Source: an optimization exercise on an open RTL-to-GDS flow (aim: small area, a short achievable clock period and few clock cycles per item). Production flows keep margins and buffers that such runs may drop. At most, simulation tests tie the RTL to the original design; equivalence was not proved. For run 2, only the layout was checked, not whether the RTL still works. Power and IR drop assume default switching activity.

<file path="config.mk">
export PLATFORM = sky130hd
export DESIGN_NAME = cpu_register_file_move
export DESIGN_NICKNAME = cpu_register_file_move
export VERILOG_FILES = /design/flow/design.v
export SDC_FILE = /design/flow/constraint.sdc
export NUM_CORES = 4
export LEC_CHECK = 0
export CAP_MARGIN = 20
export CORE_MARGIN = 2
export CORE_UTILIZATION = 40
export SLEW_MARGIN = 20
</file>
<file path="constraint.sdc">
create_clock -name core_clock -period 5.0 [get_ports {clk}]
set_input_delay 1.0000 -clock core_clock [delete_from_list [all_inputs] [get_ports {clk}]]
set_output_delay 1.0000 -clock core_clock [all_outputs]
set_load 0.01 [all_outputs]
</file>
<file path="design.v">
package crfm_pkg;
  localparam int DATA_W      = 32;
  localparam int SR_W        = 16;
  localparam int REG_AW      = 4;
  localparam int REG_CNT     = 16;
  localparam int IN_TDATA_W  = 88;
  localparam int OUT_TDATA_W = 104;
  localparam logic [1:0] KIND_READ  = 2'd0;
  localparam logic [1:0] KIND_WRITE = 2'd1;
  localparam logic [1:0] KIND_MOVE  = 2'd2;
  localparam logic [1:0] MODE_IND = 2'd2;
  localparam logic [1:0] SIZE_BYTE = 2'd0;
  localparam logic [1:0] SIZE_WORD = 2'd1;
  localparam logic [1:0] SIZE_LONG = 2'd2;
  localparam logic [1:0] ERR_NONE       = 2'd0;
  localparam logic [1:0] ERR_MEM2MEM    = 2'd1;
  localparam logic [1:0] ERR_BYTE_MOVEA = 2'd2;
  localparam logic [4:0] SEL_PC    = 5'd0;
  localparam logic [4:0] SEL_SR    = 5'd1;
  localparam logic [4:0] SEL_USP   = 5'd2;
  localparam logic [4:0] SEL_SSP   = 5'd3;
  localparam logic [4:0] SEL_DATA0 = 5'd4;
  localparam logic [4:0] SEL_LAST  = 5'd19;
  localparam logic [SR_W-1:0] SR_RESET     = 16'h2000;
  localparam logic [SR_W-1:0] SR_FLAG_MASK = 16'h000f;
  localparam int              FLAG_N_BIT   = 3;
  localparam int              FLAG_Z_BIT   = 2;
  localparam logic [DATA_W-1:0] MASK_BYTE = 32'h0000_00ff;
  localparam logic [DATA_W-1:0] MASK_WORD = 32'h0000_ffff;
  localparam logic [DATA_W-1:0] MASK_LONG = 32'hffff_ffff;
  localparam logic [DATA_W-1:0] SIGN_BYTE = 32'h0000_0080;
  localparam logic [DATA_W-1:0] SIGN_WORD = 32'h0000_8000;
  localparam logic [DATA_W-1:0] SIGN_LONG = 32'h8000_0000;
  localparam logic [DATA_W-1:0] WORD_EXT  = 32'hffff_0000;
  typedef struct packed {
    logic [1:0]        kind;
    logic [4:0]        reg_select;
    logic [DATA_W-1:0] write_value;
    logic [3:0]        dest_reg;
    logic [1:0]        dest_mode;
    logic [3:0]        source_reg;
    logic [1:0]        source_mode;
    logic [1:0]        op_size;
    logic [DATA_W-1:0] mem_read_data;
  } item_t;
  typedef struct packed {
    logic [DATA_W-1:0] read_value;
    logic [DATA_W-1:0] mem_addr;
    logic              mem_read_used;
    logic              mem_write_valid;
    logic [DATA_W-1:0] mem_write_data;
    logic [1:0]        mem_write_size;
    logic [1:0]        error_code;
  } result_t;
  typedef struct packed {
    logic              ram_we;
    logic [REG_AW-1:0] ram_waddr;
    logic [DATA_W-1:0] ram_wdata;
    logic              pc_we;
    logic              usp_we;
    logic              sr_we;
    logic [SR_W-1:0]   sr_val;
  } wb_t;
  function automatic logic [REG_AW-1:0] sel_to_idx(input logic [4:0] sel);
    logic [4:0] diff;
    diff = sel - SEL_DATA0;
    sel_to_idx = diff[REG_AW-1:0];
  endfunction
endpackage
module cpu_register_file_move (
  input  logic                                clk,
  input  logic                                rst_n,
  input  logic                                in_tvalid,
  output logic                                in_tready,
  input  logic [1:0]                          in_tuser,
  input  logic [crfm_pkg::IN_TDATA_W-1:0]     in_tdata,
  output logic                                out_tvalid,
  input  logic                                out_tready,
  output logic [crfm_pkg::OUT_TDATA_W-1:0]    out_tdata
);
  logic [1:0]  kind;
  logic [4:0]  sel;
  logic [31:0] wval;
  logic [3:0]  dreg;
  logic [3:0]  sreg;
  logic        sind, dind;
  logic [1:0]  osz;
  logic [31:0] mdata;
  assign kind  = in_tuser;
  assign sel   = in_tdata[4:0];
  assign wval  = in_tdata[36:5];
  assign dreg  = in_tdata[40:37];
  assign dind  = (in_tdata[42:41] == crfm_pkg::MODE_IND);
  assign sreg  = in_tdata[46:43];
  assign sind  = (in_tdata[48:47] == crfm_pkg::MODE_IND);
  assign osz   = in_tdata[50:49];
  assign mdata = in_tdata[82:51];
  logic        d_read, d_write, d_move;
  logic        sel_file, sel_pc, sel_sr, sel_usp;
  logic [3:0]  sel_idx;
  logic        m_err1, m_err2, m_ok, m_movea;
  logic        szb, szw;
  logic [3:0]  n_aaddr;      
  logic [3:0]  n_baddr;      
  logic [3:0]  n_waddr;      
  logic        n_fwe;        
  logic        n_fl1;        
  logic        n_fl2;        
  logic        n_sext;       
  logic        n_usemem;     
  logic [31:0] n_data;       
  logic        n_pcw, n_uspw, n_srw, n_flagw;
  logic        n_rpc, n_rsr, n_rusp, n_rfile;
  logic        n_szb, n_szw;
  logic        n_maen;       
  logic        n_mwen;       
  logic        n_rused;
  logic [1:0]  n_err;
  logic [1:0]  n_wsize;
  always_comb begin
    d_read   = (kind == crfm_pkg::KIND_READ);
    d_write  = (kind == crfm_pkg::KIND_WRITE);
    d_move   = (kind == crfm_pkg::KIND_MOVE);
    sel_pc   = (sel == crfm_pkg::SEL_PC);
    sel_sr   = (sel == crfm_pkg::SEL_SR);
    sel_usp  = (sel == crfm_pkg::SEL_USP);
    sel_file = (sel >= crfm_pkg::SEL_SSP) && (sel <= crfm_pkg::SEL_LAST);
    sel_idx  = crfm_pkg::sel_to_idx(sel);
    szb      = (osz == crfm_pkg::SIZE_BYTE);
    szw      = (osz == crfm_pkg::SIZE_WORD);
    m_movea  = !dind && dreg[3];
    m_err1   = sind && dind;
    m_err2   = !m_err1 && m_movea && szb;
    m_ok     = d_move && !m_err1 && !m_err2;
    n_aaddr  = d_move ? sreg : sel_idx;
    n_baddr  = sind ? sreg : dreg;
    n_waddr  = d_move ? dreg : sel_idx;
    n_fwe    = (d_write && sel_file) || (m_ok && !dind);
    n_fl1    = d_write || m_movea || !szb;
    n_fl2    = d_write || m_movea || !(szb || szw);
    n_sext   = d_move && m_movea && szw;
    n_usemem = d_write || sind;
    n_data   = d_write ? wval : mdata;
    n_pcw    = d_write && sel_pc;
    n_uspw   = d_write && sel_usp;
    n_srw    = d_write && sel_sr;
    n_flagw  = m_ok && !m_movea;
    n_rpc    = d_read && sel_pc;
    n_rsr    = d_read && sel_sr;
    n_rusp   = d_read && sel_usp;
    n_rfile  = d_read && sel_file;
    n_szb    = szb;
    n_szw    = szw;
    n_maen   = m_ok && (sind || dind);
    n_mwen   = m_ok && dind;
    n_rused  = m_ok && sind;
    n_err    = !d_move ? crfm_pkg::ERR_NONE :
               m_err1  ? crfm_pkg::ERR_MEM2MEM :
               m_err2  ? crfm_pkg::ERR_BYTE_MOVEA : crfm_pkg::ERR_NONE;
    n_wsize  = n_mwen ? (szb ? crfm_pkg::SIZE_BYTE : szw ? crfm_pkg::SIZE_WORD
                                                         : crfm_pkg::SIZE_LONG) : 2'd0;
  end
  logic item_v, out_v, fire, accept;
  assign fire      = item_v && (!out_v || out_tready);
  assign in_tready = !item_v || fire;
  assign accept    = in_tvalid && in_tready;
  always_ff @(posedge clk) begin
    if (!rst_n) begin
      item_v <= 1'b0;
      out_v  <= 1'b0;
    end else begin
      item_v <= accept || (item_v && !fire);
      if (fire) begin
        out_v <= 1'b1;
      end else if (out_tready) begin
        out_v <= 1'b0;
      end
    end
  end
  logic [3:0]  aaddr, baddr, waddr;
  logic        fwe, fl1, fl2, sext, usemem;
  logic [31:0] data;
  logic        pcw, uspw, srw, flagw;
  logic        rpc, rsr, rusp, rfile;
  logic        isb, isw, maen, mwen, rused;
  logic [1:0]  err, wsize;
  always_ff @(posedge clk) begin
    if (accept) begin
      aaddr  <= n_aaddr;
      baddr  <= n_baddr;
      waddr  <= n_waddr;
      fwe    <= n_fwe;
      fl1    <= n_fl1;
      fl2    <= n_fl2;
      sext   <= n_sext;
      usemem <= n_usemem;
      data   <= n_data;
      pcw    <= n_pcw;
      uspw   <= n_uspw;
      srw    <= n_srw;
      flagw  <= n_flagw;
      rpc    <= n_rpc;
      rsr    <= n_rsr;
      rusp   <= n_rusp;
      rfile  <= n_rfile;
      isb    <= n_szb;
      isw    <= n_szw;
      maen   <= n_maen;
      mwen   <= n_mwen;
      rused  <= n_rused;
      err    <= n_err;
      wsize  <= n_wsize;
    end
  end
  logic [31:0] regs [16];
  logic [31:0] pc_r, usp_r;
  logic [15:0] sr_r;
  logic [31:0] porta, portb, src, wbus, val;
  logic        flag_n, flag_z;
  assign porta = regs[aaddr];
  assign portb = regs[baddr];
  assign src   = usemem ? data : porta;
  always_comb begin
    wbus[15:0]  = src[15:0];
    wbus[31:16] = sext ? {16{src[15]}} : src[31:16];
    val         = src & (isb ? crfm_pkg::MASK_BYTE : isw ? crfm_pkg::MASK_WORD
                                                     : crfm_pkg::MASK_LONG);
    flag_n      = isb ? src[7] : isw ? src[15] : src[31];
    flag_z      = (src[7:0] == 8'd0) && (isb || (src[15:8] == 8'd0)) &&
                  (isb || isw || (src[31:16] == 16'd0));
  end
  logic        rst;
  logic [31:0] wd;
  logic [31:0] xd;       
  logic        we0, we1, we2;
  assign rst = !rst_n;
  assign wd  = rst ? '0 : wbus;
  assign xd  = rst ? '0 : data;
  assign we0 = fire && fwe;
  assign we1 = we0 && fl1;
  assign we2 = we0 && fl2;
  always_ff @(posedge clk) begin
    for (int i = 0; i < 16; i++) begin
      if (rst || (we0 && waddr == 4'(i))) regs[i][7:0]   <= wd[7:0];
      if (rst || (we1 && waddr == 4'(i))) regs[i][15:8]  <= wd[15:8];
      if (rst || (we2 && waddr == 4'(i))) regs[i][31:16] <= wd[31:16];
    end
    if (rst || (fire && pcw))  pc_r  <= xd;
    if (rst || (fire && uspw)) usp_r <= xd;
    if (rst || (fire && srw)) begin
      sr_r[15:4] <= rst ? crfm_pkg::SR_RESET[15:4] : xd[15:4];
    end
    if (rst || (fire && (srw || flagw))) begin
      sr_r[3:0]  <= rst ? crfm_pkg::SR_RESET[3:0] :
                    srw ? xd[3:0] : {flag_n, flag_z, 2'b00};
    end
  end
  crfm_pkg::result_t res, res_r;
  always_comb begin
    res.read_value      = ({32{rpc}}   & pc_r) |
                          ({32{rsr}}   & {16'd0, sr_r}) |
                          ({32{rusp}}  & usp_r) |
                          ({32{rfile}} & porta);
    res.mem_addr        = {32{maen}} & portb;
    res.mem_read_used   = rused;
    res.mem_write_valid = mwen;
    res.mem_write_data  = {32{mwen}} & val;
    res.mem_write_size  = wsize;
    res.error_code      = err;
  end
  always_ff @(posedge clk) begin
    if (fire) begin
      res_r <= res;
    end
  end
  assign out_tvalid = out_v;
  assign out_tdata  = {2'b00,
                       res_r.error_code,
                       res_r.mem_write_size,
                       res_r.mem_write_data,
                       res_r.mem_write_valid,
                       res_r.mem_read_used,
                       res_r.mem_addr,
                       res_r.read_value};
endmodule
</file>
<file path="run.sh">
#!/bin/bash
# synth_recipe.tcl (not shown) runs the flow's synth.tcl, then flattens the netlist and writes it again
# the make line also repeats each setting of config.mk as NAME=value (left out here)
make -C /OpenROAD-flow-scripts/flow DESIGN_CONFIG=/design/flow/config.mk WORK_HOME=/design/flow/orfs CLKGATE_MAP_FILE= SYNTH_SCRIPT=/design/flow/synth_recipe.tcl finish
</file>
==> key figures, run 1 <==
Status
  – Status: no timing/DRC/antenna violations

Global routing
  – Vias in the first global route: 25200
  – First-pass GRT wire length: 184000 microns
  – Initial antenna violation count: 2
  – GRT Overall Usage: 29.9%
  – Largest net degree at the start of global routing: 107
  – Total grt overflow: 0

Die
  – Die Area: 86800 sq um
  – Initial Utilization: 40.4%
  – Chip width: 295 microns
  – Ports: 200
  – Die Y: 295 microns
  – Core area: 83700 sq um
  – # rows: 106

Logic synthesis
  – Synth Cell Area: 33800 sq um
  – Seq cells post-synth: 762
  – Yosys top cell by area: edfxtp_1
  – Area fraction of the dominant cell type after synthesis: 67.6%
  – Leading post-synthesis cells by cell area: edfxtp_1 68%, a22oi_1 5.8%, nand2_1 2.2%, mux2i_1 1.9%, nor2_1 1.6%
  – Post-Syn Area per Cell: 13.6 sq um
  – Post-synthesis cell count: 2488
  – Netlist cell types: 80
  – Synth Flop Type: edfxtp_1
  – Yosys warns: 2
  – EDFF count, synth: 760
  – Asr flop ratio synth: 0%
  – Register area share after synthesis: 67.7%

Power and ir drop
  – Pwr Density: 401 nW/um^2
  – Leakage power: 14.1 nW
  – Pwr Total: 16.2 mW
  – Worst vdd ir: 0.000331 V

Placement
  – Cell area after placement: 37700 sq um
  – PortBufs: 192
  – Final RePlAce weighted congestion: 0.969
  – Post-DP HPWL: 83400 microns
  – Worst slack at placement: 718 ps

CTS
  – H-tree levels: 3
  – Hold-fix buffers, CTS: 0
  – Post-cts sizing count: 0
  – CTS buffer count: 78
  – Post-CTS Setup Inserts: 0
  – Worst-Skew Late Latency: 640 ps
  – CTS tree: built
  – CTS Root Cell: clkbuf_16
  – Clock Tree Buf Depth: 3
  – Clk sinks: 762
  – Clock transition at path regs: 60 ps

Setup path
  – CP max stage delay: 980 ps
  – R2R Path Start: aaddr[2]
  – Worst Path Required: 5480 ps
  – CP delay by family, top: compound AO/OA/AOI/OAI gates
  – Critical Path Sink Type: register
  – Critical path origin: aaddr[2]
  – Critical Path Start Type: register
  – FF-to-FF setup slack: 510 ps
  – CP Class: register to register
  – Arr. time, crit path: 4960 ps
  – Buffers and inverters on the worst path: 2
  – Critical path's most frequent cell: buf_4
  – Reg2reg end: sr_r[2]
  – Worst r2r path cells: 10
  – CP Cell Sequence: buf_4 > or4_1 > o21ai_0 > a211o_1 > a2111oi_1 > buf_4 > o31a_1 > nand4_1 > o311a_1 > a211oi_2
  – Critical Path Fanout Max: 18
  – CP max stage cell: edfxtp_1

Timing
  – Clk_skew: 23.2 ps
  – Slew HR: 20.2%
  – Fmax achieved: 0.223 GHz
  – Final setup fails: 0
  – Max-slew violations: 0
  – Period utilization: 89.7%
  – Fin crit period: 4490 ps
  – RSZ-0062 raised after global routing: no
  – Worst-Margin Slew: 1170 ps
  – TNS Setup: 0 ps
  – Worst Slack Setup Final: 515 ps
  – Final Hold Viols: 0

Detailed routing
  – Post-DR vias/cell: 6.63
  – Drt wl/cell: 33.8 microns
  – Antenna Nets Post-Route: 0
  – Via count: 26200
  – Total iterations of the first detailed-routing run: 8
  – Routed Wire Length: 133000 microns
  – Initial DRC count: 4777
  – Residual DRC: 0

Cells and area
  – # nets final: 2843
  – Synth-to-Final Area Change: 19.4%
  – Share of layout cells above drive strength 1: 14.3%
  – Final core utilization: 48.2%
  – Most frequent cells in the layout: 760 x edfxtp_1, 259 x a22oi_1, 195 x nand2_1
  – Most common cell after layout, fill and taps aside: edfxtp_1
  – Final Instance Area: 40300 sq um

Worst hold path
  – Hold endpoint: res_r[1]
  – Worst hold path type: register to register
  – WHS Path Cells: 0
  – HP Start: err[1]

Job
  – Max Cap Viol: 0
[cell usage after synthesis, types with 21 or more instances]
| cell | instances |
|---|---|
| a21oi_1 | 93 |
| a222oi_1 | 22 |
| buf_2 | 25 |
| a22oi_1 | 259 |
| nand2b_1 | 31 |
| nor3_1 | 28 |
| o221a_2 | 32 |
| mux2i_1 | 65 |
| a221oi_1 | 26 |
| o21ai_0 | 48 |
| a22o_1 | 26 |
| o22ai_1 | 28 |
| nor2b_1 | 47 |
| and2_1 | 72 |
| inv_1 | 35 |
| nor2_1 | 144 |
| nand4_1 | 56 |
| nand2_1 | 195 |
| nand3_1 | 51 |
| clkbuf_1 | 127 |
| edfxtp_1 | 760 |
| nand3b_1 | 21 |
[how the worst max path moves through the flow]
stage	endpoint	slack (ps)	cells after the start
final	sr_r[2]	510	10
after global routing	sr_r[2]	530	10
after CTS	sr_r[2]	720	10
after detailed placement	sr_r[2]	720	10
after global placement	sr_r[2]	750	10
after floorplan	regs[1][16]	150	7
[power breakdown]
group / internal, mW / switching [mW]
clock network: 3.53 / 2.54
registers: 7.71 / 0.310
logic: 0.695 / 1.40
[cell families after synthesis]
group                      after synthesis  share of synthesized area [%]
AOI/OAI and AO/OA                      686                           15.3
xor gates and xnor gates                 1                         0.0259
adders and majority gates                1                         0.0370
buffers and inverters                  227                           3.15
DFF                                    762                           67.7
muxes                                   90                           2.89
other                                    1                         0.0111
and+or+nand+nor                        720                           10.9
[stage by stage]
stage	cells	hold WS (ps)
floorplan	2489	400
global placement	3802	407
detailed placement	3802	406
CTS	3945	421
global route	3945	429
finish	3948	418
[layer usage]
metal  global-route usage, %  vias to the layer above  wire length (microns)
met1                    38.8                    13000                  48100
met2                    45.8                     2231                  59500
met4                    16.7                        8                   8830
met3                    7.89                      527                  16800
li1                        -                    10500                      -
met5                       0                        -                     58
[cell type report]
cell class	instances	area, sq um
Fill cell	7224	43400
Sequential cell	762	22900
Multi-Input combinational cell	1500	9980
Timing Repair Buffer	370	3280
Clock buffer	87	2010
Tap cell	1134	1420
Clock inverter	56	636
Inverter	36	135
Antenna cell	3	7.51
[flip-flops by register name, summed over array words and instances (netlist names), 2 cells and up]
name,cells
regs,512
res_r,102
data,32
pc_r,32
usp_r,32
sr_r,16
aaddr,4
baddr,4
waddr,4
err,2
wsize,2
[worst register-to-register path, delay by kind of cell, from the launching register on]
family	cells	cell delay, ps
AOI/OAI and AO/OA	6	1880
buffers and inverters	2	650
DFF	1	980
and+or+nand+nor	2	810
Testbench counts, summed over its fixed seeds: cycles 16,016, items 16,000.
==> run 2, diff against run 1 <==
--- a/design.v
+++ b/design.v
@@ -102,8 +102,8 @@
   logic        szb, szw;
   logic [3:0]  n_aaddr;      
   logic [3:0]  n_baddr;      
-  logic [3:0]  n_waddr;      
-  logic        n_fwe;        
+  logic [3:0]  n_waddr;
+  logic [15:0] n_wsel;       
   logic        n_fl1;        
   logic        n_fl2;        
   logic        n_sext;       
@@ -113,7 +113,8 @@
   logic        n_rpc, n_rsr, n_rusp, n_rfile;
   logic        n_szb, n_szw;
   logic        n_maen;       
-  logic        n_mwen;       
+  logic [2:0]  n_mwl;        
+  logic        n_mwen;
   logic        n_rused;
   logic [1:0]  n_err;
   logic [1:0]  n_wsize;
@@ -135,7 +136,8 @@
     n_aaddr  = d_move ? sreg : sel_idx;
     n_baddr  = sind ? sreg : dreg;
     n_waddr  = d_move ? dreg : sel_idx;
-    n_fwe    = (d_write && sel_file) || (m_ok && !dind);
+    n_wsel   = '0;
+    n_wsel[n_waddr] = (d_write && sel_file) || (m_ok && !dind);
     n_fl1    = d_write || m_movea || !szb;
     n_fl2    = d_write || m_movea || !(szb || szw);
     n_sext   = d_move && m_movea && szw;
@@ -153,6 +155,7 @@
     n_szw    = szw;
     n_maen   = m_ok && (sind || dind);
     n_mwen   = m_ok && dind;
+    n_mwl    = {n_mwen && !(szb || szw), n_mwen && !szb, n_mwen};
     n_rused  = m_ok && sind;
     n_err    = !d_move ? crfm_pkg::ERR_NONE :
                m_err1  ? crfm_pkg::ERR_MEM2MEM :
@@ -160,36 +163,47 @@
     n_wsize  = n_mwen ? (szb ? crfm_pkg::SIZE_BYTE : szw ? crfm_pkg::SIZE_WORD
                                                          : crfm_pkg::SIZE_LONG) : 2'd0;
   end
-  logic item_v, out_v, fire, accept;
-  assign fire      = item_v && (!out_v || out_tready);
-  assign in_tready = !item_v || fire;
+  logic item_v, fire, accept;
+  assign fire      = item_v && out_tready;
+  assign in_tready = !item_v || out_tready;
   assign accept    = in_tvalid && in_tready;
   always_ff @(posedge clk) begin
     if (!rst_n) begin
       item_v <= 1'b0;
-      out_v  <= 1'b0;
     end else begin
-      item_v <= accept || (item_v && !fire);
-      if (fire) begin
-        out_v <= 1'b1;
-      end else if (out_tready) begin
-        out_v <= 1'b0;
-      end
-    end
-  end
-  logic [3:0]  aaddr, baddr, waddr;
-  logic        fwe, fl1, fl2, sext, usemem;
+      item_v <= accept || (item_v && !out_tready);
+    end
+  end
+  logic [31:0] regs [16];
+  logic [31:0] pc_r, usp_r;
+  logic [15:0] sr_r;
+  logic [15:0] wsel;
+  logic        fl1, fl2, sext, usemem;
   logic [31:0] data;
   logic        pcw, uspw, srw, flagw;
   logic        rpc, rsr, rusp, rfile;
   logic        isb, isw, maen, mwen, rused;
+  logic [2:0]  mwl;
   logic [1:0]  err, wsize;
+  logic [31:0] opa, opb;     
+  logic [31:0] src, wbus;
+  logic [31:0] rda, rdb, n_opa, n_opb;
+  logic        fa0, fb0;
+  always_comb begin
+    rda   = regs[n_aaddr];
+    rdb   = regs[n_baddr];
+    fa0   = item_v && wsel[n_aaddr];
+    fb0   = item_v && wsel[n_baddr];
+    n_opa[7:0]   = fa0 ? wbus[7:0] : rda[7:0];
+    n_opa[15:8]  = (fa0 && fl1) ? wbus[15:8] : rda[15:8];
+    n_opa[31:16] = (fa0 && fl2) ? wbus[31:16] : rda[31:16];
+    n_opb[7:0]   = fb0 ? wbus[7:0] : rdb[7:0];
+    n_opb[15:8]  = (fb0 && fl1) ? wbus[15:8] : rdb[15:8];
+    n_opb[31:16] = (fb0 && fl2) ? wbus[31:16] : rdb[31:16];
+  end
   always_ff @(posedge clk) begin
     if (accept) begin
-      aaddr  <= n_aaddr;
-      baddr  <= n_baddr;
-      waddr  <= n_waddr;
-      fwe    <= n_fwe;
+      wsel   <= n_wsel;
       fl1    <= n_fl1;
       fl2    <= n_fl2;
       sext   <= n_sext;
@@ -207,24 +221,19 @@
       isw    <= n_szw;
       maen   <= n_maen;
       mwen   <= n_mwen;
+      mwl    <= n_mwl;
       rused  <= n_rused;
       err    <= n_err;
       wsize  <= n_wsize;
-    end
-  end
-  logic [31:0] regs [16];
-  logic [31:0] pc_r, usp_r;
-  logic [15:0] sr_r;
-  logic [31:0] porta, portb, src, wbus, val;
-  logic        flag_n, flag_z;
-  assign porta = regs[aaddr];
-  assign portb = regs[baddr];
-  assign src   = usemem ? data : porta;
-  always_comb begin
+      opa    <= n_opa;
+      opb    <= n_opb;
+    end
+  end
+  logic flag_n, flag_z;
+  always_comb begin
+    src         = usemem ? data : opa;
     wbus[15:0]  = src[15:0];
     wbus[31:16] = sext ? {16{src[15]}} : src[31:16];
-    val         = src & (isb ? crfm_pkg::MASK_BYTE : isw ? crfm_pkg::MASK_WORD
-                                                     : crfm_pkg::MASK_LONG);
     flag_n      = isb ? src[7] : isw ? src[15] : src[31];
     flag_z      = (src[7:0] == 8'd0) && (isb || (src[15:8] == 8'd0)) &&
                   (isb || isw || (src[31:16] == 16'd0));
@@ -232,18 +241,14 @@
   logic        rst;
   logic [31:0] wd;
   logic [31:0] xd;       
-  logic        we0, we1, we2;
   assign rst = !rst_n;
   assign wd  = rst ? '0 : wbus;
   assign xd  = rst ? '0 : data;
-  assign we0 = fire && fwe;
-  assign we1 = we0 && fl1;
-  assign we2 = we0 && fl2;
   always_ff @(posedge clk) begin
     for (int i = 0; i < 16; i++) begin
-      if (rst || (we0 && waddr == 4'(i))) regs[i][7:0]   <= wd[7:0];
-      if (rst || (we1 && waddr == 4'(i))) regs[i][15:8]  <= wd[15:8];
-      if (rst || (we2 && waddr == 4'(i))) regs[i][31:16] <= wd[31:16];
+      if (rst || (fire && wsel[i]))        regs[i][7:0]   <= wd[7:0];
+      if (rst || (fire && wsel[i] && fl1)) regs[i][15:8]  <= wd[15:8];
+      if (rst || (fire && wsel[i] && fl2)) regs[i][31:16] <= wd[31:16];
     end
     if (rst || (fire && pcw))  pc_r  <= xd;
     if (rst || (fire && uspw)) usp_r <= xd;
@@ -255,31 +260,26 @@
                     srw ? xd[3:0] : {flag_n, flag_z, 2'b00};
     end
   end
-  crfm_pkg::result_t res, res_r;
+  crfm_pkg::result_t res;
   always_comb begin
     res.read_value      = ({32{rpc}}   & pc_r) |
                           ({32{rsr}}   & {16'd0, sr_r}) |
                           ({32{rusp}}  & usp_r) |
-                          ({32{rfile}} & porta);
-    res.mem_addr        = {32{maen}} & portb;
+                          ({32{rfile}} & opa);
+    res.mem_addr        = {32{maen}} & opb;
     res.mem_read_used   = rused;
     res.mem_write_valid = mwen;
-    res.mem_write_data  = {32{mwen}} & val;
+    res.mem_write_data  = {{16{mwl[2]}}, {8{mwl[1]}}, {8{mwl[0]}}} & opa;
     res.mem_write_size  = wsize;
     res.error_code      = err;
   end
-  always_ff @(posedge clk) begin
-    if (fire) begin
-      res_r <= res;
-    end
-  end
-  assign out_tvalid = out_v;
+  assign out_tvalid = item_v;
   assign out_tdata  = {2'b00,
-                       res_r.error_code,
-                       res_r.mem_write_size,
-                       res_r.mem_write_data,
-                       res_r.mem_write_valid,
-                       res_r.mem_read_used,
-                       res_r.mem_addr,
-                       res_r.read_value};
+                       res.error_code,
+                       res.mem_write_size,
+                       res.mem_write_data,
+                       res.mem_write_valid,
+                       res.mem_read_used,
+                       res.mem_addr,
+                       res.read_value};
 endmodule
--- a/config.mk
+++ b/config.mk
@@ -8,4 +8,5 @@
 export CAP_MARGIN = 20
 export CORE_MARGIN = 2
 export CORE_UTILIZATION = 40
+export SETUP_SLACK_MARGIN = 2.3
 export SLEW_MARGIN = 20
==> run 2 against run 1 <==
Combinational power grew 28%. Register-to-register slack improved by 1800 ps. Largest cell class unchanged. Setup slack improved by 1400 ps. Still clean on timing, DRC and antenna. Largest power group unchanged.
==> key figures, run 2 <==
Status
  – Status: no timing/DRC/antenna violations

Global routing
  – Vias in the first global route: 26400
  – Top Usage Layer GRT: met2
  – First-pass GRT wire length: 191000 microns
  – Total grt overflow: 0
  – Met1 usage: 39.3%
  – M3 GR Usage: 9.45%
  – GR Util met2: 49.1%
  – Initial antenna violation count: 5
  – GRT Overall Usage: 31.4%
  – Largest net degree at the start of global routing: 85

Cells and area
  – Final core utilization: 52.9%
  – Synth-to-Final Area Change: 30.9%
  – Most common cell after layout, fill and taps aside: edfxtp_1
  – Biggest register: regs
  – Most frequent cells in the layout: 727 x edfxtp_1, 291 x a22oi_1, 209 x buf_4
  – FF/Latch Area: 21900 sq um
  – Area of the multi-input gates: 12000 sq um
  – # nets final: 3015
  – Max reg flops: 512
  – Fillcell total: 6682
  – Share of layout cells above drive strength 1: 29.8%

Logic synthesis
  – Synth Flop Type: edfxtp_1
  – Register area share after synthesis: 65.9%
  – Top cells by count, synth: 727 x edfxtp_1, 322 x a22oi_1, 160 x nand2_1
  – Yosys warns: 2
  – EDFF count, synth: 727
  – Synth Cell Area: 33200 sq um
  – Post-Syn Area per Cell: 13.3 sq um
  – Seq cells post-synth: 728
  – Netlist cell types: 74
  – Yosys top cell by area: edfxtp_1
  – Leading post-synthesis cells by cell area: edfxtp_1 66%, a22oi_1 7.3%, and2_1 2.5%, nand2_1 1.8%, a22o_1 1.7%
  – Post-synthesis cell count: 2498
  – Asr flop ratio synth: 0%
  – Area fraction of the dominant cell type after synthesis: 65.8%
  – Top-count cell post-synth: edfxtp_1

Worst hold path
  – Worst hold path type: register to register
  – HP Start: item_v
  – WHS Path Cells: 2
  – Hold endpoint: item_v

Timing
  – Final Hold Viols: 0
  – TNS Setup: 0 ps
  – Final setup fails: 0
  – Fmax achieved: 0.327 GHz
  – RSZ-0062 raised after global routing: yes
  – Fin crit period: 3060 ps
  – Max-slew violations: 0
  – Worst-Margin Slew: 989 ps
  – Slew HR: 32.3%
  – Period utilization: 61.1%
  – Clk_skew: 29.3 ps

Power and ir drop
  – Sw Share: 27.2%
  – Internal power: 11.8 mW
  – Combinational power share: 16.5%
  – Leakage power: 15.4 nW
  – Worst vdd ir: 0.000202 V
  – Flop pwr share: 48.2%
  – Switching power: 4.41 mW
  – Pwr Density: 373 nW/um^2
  – Clock power share: 35.2%

Detailed routing
  – Antenna Nets Post-Route: 0
  – Initial DRC count: 4592
  – Via count: 27300
  – Post-DR vias/cell: 6.76
  – Residual DRC: 0
  – Total iterations of the first detailed-routing run: 10
  – Drt wl/cell: 34.5 microns
  – Routed Wire Length: 139000 microns

Setup path
  – Worst Path Required: 4000 ps
  – Critical Path Fanout Max: 7
  – CP Cell Sequence: buf_12 > buf_4 > buf_16 > a222oi_1 > inv_1 > buf_2
  – CP max stage delay: 450 ps
  – CP max stage cell: edfxtp_1
  – Arr. time, crit path: 2060 ps
  – CP Class: register to primary output
  – Critical Path Start Type: register
  – Reg2reg end: opa[7]
  – R2R Path Start: wsel[12]
  – Worst r2r path cells: 12
  – FF-to-FF setup slack: 2340 ps
  – Critical Path Sink Type: primary output

Die
  – Die Area: 85200 sq um
  – Core area: 82100 sq um
  – Die Y: 292 microns
  – Ports: 200
  – # rows: 105
  – Chip width: 292 microns
  – Initial Utilization: 40.4%

CTS
  – Clock transition at path regs: 60 ps
  – Clock Tree Buf Depth: 3
  – CTS Root Cell: clkbuf_16
  – H-tree levels: 3
  – CTS buffer count: 73
  – Worst-Skew Late Latency: 650 ps
  – CTS tree: built
  – Clk sinks: 728

Placement
  – Final RePlAce weighted congestion: 0.987
  – PortBufs: 192
  – Post-DP HPWL: 82600 microns

Job
  – Max Cap Viol: 0
[run 2: cell types whose count changed in the layout (fill, tap and decap cells not counted), sizes merged, moves of 24 or more]
cell           change
mux2i             -51
buf              +230
nor2b             -24
clkdlybuf4s50    -114
a221oi            +34
mux2              +42
a22o              +38
a21oi             -30
nand2             -35
edfxtp            -33
o221a             -32
and2              +60
a22oi             +63
[run 2: cell type report]
class / count / share of cell area, %
sequential: 728 / 50.3
multi-input combinational: 1540 / 27.7
timing repair buffer: 529 / 12.8
clock buffer: 88 / 4.43
tap: 1070 / 3.08
clock inverter: 42 / 1.20
inverter: 47 / 0.441
antenna: 1 / 0.00576
[run 2: how the worst max path moves through the flow]
stage,start,slack (ps),depth (start not counted),to
floorplan,in_tuser[1],1580,11,opa[22]
global placement,in_tdata[2],490,11,opa[20]
detailed placement,in_tdata[2],410,11,opa[0]
CTS,rfile,2050,5,out_tdata[23]
global route,rpc,1880,6,out_tdata[23]
finish,rfile,1940,6,out_tdata[30]
[run 2: what timing repair did]
item                       in CTS  in global routing
setup endpoints to repair     636                469
pin swaps                      79                 58
hold buffers                    0                  0
gates cloned                   16                  3
buffers inserted              130                 26
resized for setup             633                201
[run 2: per-layer routing]
layer	routed length, microns	part of all wire [%]	up-vias
met3	19100	14	586
met1	48800	35	13300
met5	55	0.039	-
li1	-	-	10900
met4	8730	6.3	8
met2	62600	45	2484
[run 2: logic make-up after synthesis]
| family | synth area share [%] |
|---|---|
| multiplexers | 2.91 |
| AO/OA/AOI/OAI | 17.1 |
| flip-flops | 65.9 |
| other | 0.0113 |
| adder cells (fa/ha/maj) | 0.0755 |
| buffers and inverters | 3.01 |
| AND/OR/NAND/NOR | 11.0 |
| XOR/XNOR | 0.0793 |
[run 2: worst max-delay path: cells and delay by family (launching register included)]
kind	cells	cell delay (ps)
DFF	1	450
buffers and inverters	5	720
AOI/OAI and AO/OA	1	250
[run 2: metrics by stage]
stage / total power, mW / setup WS, ps / std cells / hold WS (ps) / instance area, sq um
2_1_floorplan: 8.88 / 1580 / 2499 / 521 / 33500
3_3_place_gp: 10.0 / 491 / 3738 / 567 / 37700
3_5_place_dp: 10.1 / 413 / 3738 / 563 / 37700
4_1_cts: 16.0 / 2050 / 4014 / 589 / 42600
5_1_grt: 16.6 / 1880 / 4044 / 576 / 43400
6_report: 16.2 / 1940 / 4045 / 546 / 43400
[run 2: power by group through the flow]
stage | combinational (mW) | clock [mW] | sequential (mW)
after floorplan | 1.13 | 0 | 7.75
after global placement | 2.13 | 0 | 7.91
after detailed placement | 2.16 | 0 | 7.92
after CTS | 2.47 | 5.72 | 7.78
after global routing | 2.75 | 5.96 | 7.84
final | 2.68 | 5.71 | 7.81

[static timing again, ports no longer ideal]
In the flow no input, the clock included, has a driving cell. The finished layouts below were timed again as built, in two steps. Step 1, drivers: a clkbuf_16 drives clk and a buf_2 each remaining input, both assumed. Step 2 times the ports against the registers' clock, not the clock port: input delays grow and output delays shrink by t, the midpoint of the rising clock arrivals with the driver on. Three values: no drivers, after step 1, after step 2; two values: the first two.
run	t, ns	setup WS [ns]	worst setup path after step 2	worst register clock-pin slew, ns
run 1	0.697	0.515 / 0.515 / 0.515	register to register	0.06 / 0.06
run 2	0.707	1.943 / 1.871 / 1.320	input to register	0.07 / 0.07
After both steps every run listed still meets setup and hold. For run 2, which loses most, drivers alone change the setup slack by -0.072 ns; drivers and shift together by -0.623 ns.
